Background: an optimization exercise with open tools, aiming at small area, a short achievable clock period and few clock cycles. Do not read the settings as production practice.
Only simulation tests tie the RTL to the original design; equivalence was not proved.

## build 76
// muldiv_engine
module muldiv_engine #(
    parameter int MULT_CYCLES = 5,
    parameter int DIV_CYCLES  = 10
) (
    input  logic        clk,
    input  logic        reset,
    input  logic        start,
    input  logic [2:0]  op,
    input  logic [31:0] d1,
    input  logic [31:0] d2,
    input  logic        flush,
    output logic        busy,
    output logic [31:0] hi,
    output logic [31:0] lo
);
export LEC_CHECK = 0
export ABC_AREA = 1
export CAP_MARGIN = 30
export CORE_MARGIN = 2
export CORE_UTILIZATION = 40
export SLEW_MARGIN = 20
create_clock -name core_clock -period 130.0 [get_ports {clk}]
standard.sh (not shown) runs the stock make flow with config.mk's settings and CLKGATE_MAP_FILE= SYNTH_SCRIPT=/design/flow/synth_recipe.tcl, a recipe that flattens the netlist after the stock synthesis.
==> flow/flow/run.sh <==
#!/bin/bash
set -euo pipefail
bash standard.sh SETUP_SLACK_MARGIN=101.7 finish > standard_flow.log 2>&1
Testbench counts of build 76, summed over its fixed seeds: cycles 9,316.
diff inputs: build 76 => build 15
Settings: CORE_UTILIZATION changed from 40 to 50; CAP_MARGIN changed from 30 to 20.
==> flow/run.sh (new file) <==
#!/bin/bash
# synth_recipe.tcl (not shown) runs the flow's synth.tcl, then flattens the netlist and writes it again
# the make line also repeats each setting of config.mk as NAME=value (left out here)
make -C /OpenROAD-flow-scripts/flow DESIGN_CONFIG=/design/flow/config.mk WORK_HOME=/design/flow/orfs CLKGATE_MAP_FILE= SYNTH_SCRIPT=/design/flow/synth_recipe.tcl finish
removed: flow/flow/run.sh
removed: flow/standard.sh
### Flow results
[build 15] sum of routed wire length over all layers fell 6.9% relative to build 76. Diff build 76 -> build 15: signed area change from the synthesized netlist to the final layout moved down, global-route wire length before repair shrank by 4.4%. Comparing total length of routed met3 wires for build 15 and build 76, the smaller number came from build 76.
The following lists how build 30 was set up differently from build 15:
Settings: a change of CAP_MARGIN from 20 to 30.
==> flow/flow/run.sh (new file) <==
#!/bin/bash
set -euo pipefail
bash standard.sh SETUP_SLACK_MARGIN=101.5 finish > standard_flow.log 2>&1
==> flow/standard.sh (new file) <==
#!/bin/bash
# synth_recipe.tcl (not shown) runs the flow's synth.tcl, then flattens the netlist and writes it again
# the make line also repeats each setting of config.mk as NAME=value (left out here)
make -C /OpenROAD-flow-scripts/flow DESIGN_CONFIG=/design/flow/config.mk WORK_HOME=/design/flow/orfs CLKGATE_MAP_FILE= SYNTH_SCRIPT=/design/flow/synth_recipe.tcl "${@:-finish}"
removed: flow/run.sh
Notes after the runs:
Build 30 went all the way through the flow, and no timing, DRC or antenna check failed. Comparing build 30 with build 15, the share of the final layout cell area in sequential cells came out essentially unchanged. Build 30 against build 15: wire length on met3 picked up an extra about 2%, clock-buffer cell count barely changed, worst slew margin relative to its limit fell by 11 points. Compared with build 15, in build 30 final cell area excluding filler cells went up, non-clock buffer count went up.
#### Input delta (build 64 over build 30)
Settings: swapping 50 for 55 in CORE_UTILIZATION; putting PLACE_DENSITY at 0.7 where nothing was set; swapping 30 for 20 in CAP_MARGIN.
==> flow/run.sh (new file) <==
#!/bin/bash
# synth_recipe.tcl (not shown) runs the flow's synth.tcl, then flattens the netlist and writes it again
# the make line also repeats each setting of config.mk as NAME=value (left out here)
make -C /OpenROAD-flow-scripts/flow DESIGN_CONFIG=/design/flow/config.mk WORK_HOME=/design/flow/orfs CLKGATE_MAP_FILE= SYNTH_SCRIPT=/design/flow/synth_recipe.tcl finish
removed: flow/flow/run.sh
removed: flow/standard.sh
--- outcome ---
- Termination of the worst setup path: lo_reg[16] -> build 30, lo_reg[21] -> build 64
- Build 64 vs build 30 — floorplan die area dropped 0.0059 mm2.
- From build 30 to build 64 the numbers moved as follows: number of placement rows down 4.3%, via count +about 3.7%.
- Changes observed in build 64 relative to build 30: routed wire length +about 4.3%.
- Per the comparison of build 64 with build 30, maximum clock frequency -1.5 MHz; design area saw a decrease; setup slack down 1.22 ns; number of enable flip-flop cells after synthesis has remained practically unchanged.

[afterwards: timing with drivers on the ports]
The flow's constraints put no driver on any port. The routed layouts listed below were extracted and timed again, unchanged, in two steps.
Step 1 sets driving cells, clkbuf_16 on the clock port and buf_2 on the other inputs (assumed; they add their load-dependent delay and slew).
Step 2 also shifts input and output timing later by t, the mid clock arrival at the registers, as if the neighbouring blocks saw the same clock.
Slacks: ideal / step 1 / step 2; pairs: ideal / step 1.
| run | t, ns | setup WS [ns] | worst setup path at the end | slew at the worst register clock pin (ns) | worst data-port slew with drivers (ns) |
|---|---|---|---|---|---|
| build 76 | 0.461 | 101.596 / 101.621 / 101.161 | input to register | 0.09 / 0.09 | 0.05 |
| build 15 | 0.446 | 100.779 / 100.815 / 100.369 | input to register | 0.09 / 0.09 | 0.04 |
| build 30 | 0.457 | 101.588 / 101.621 / 101.164 | input to register | 0.09 / 0.09 | 0.04 |
| build 64 | 0.447 | 100.363 / 100.399 / 99.952 | input to register | 0.09 / 0.09 | 0.05 |
After both steps every run listed still meets setup and hold. For build 76, which loses most, drivers alone change the setup slack by +0.025 ns; drivers and shift together by -0.435 ns.
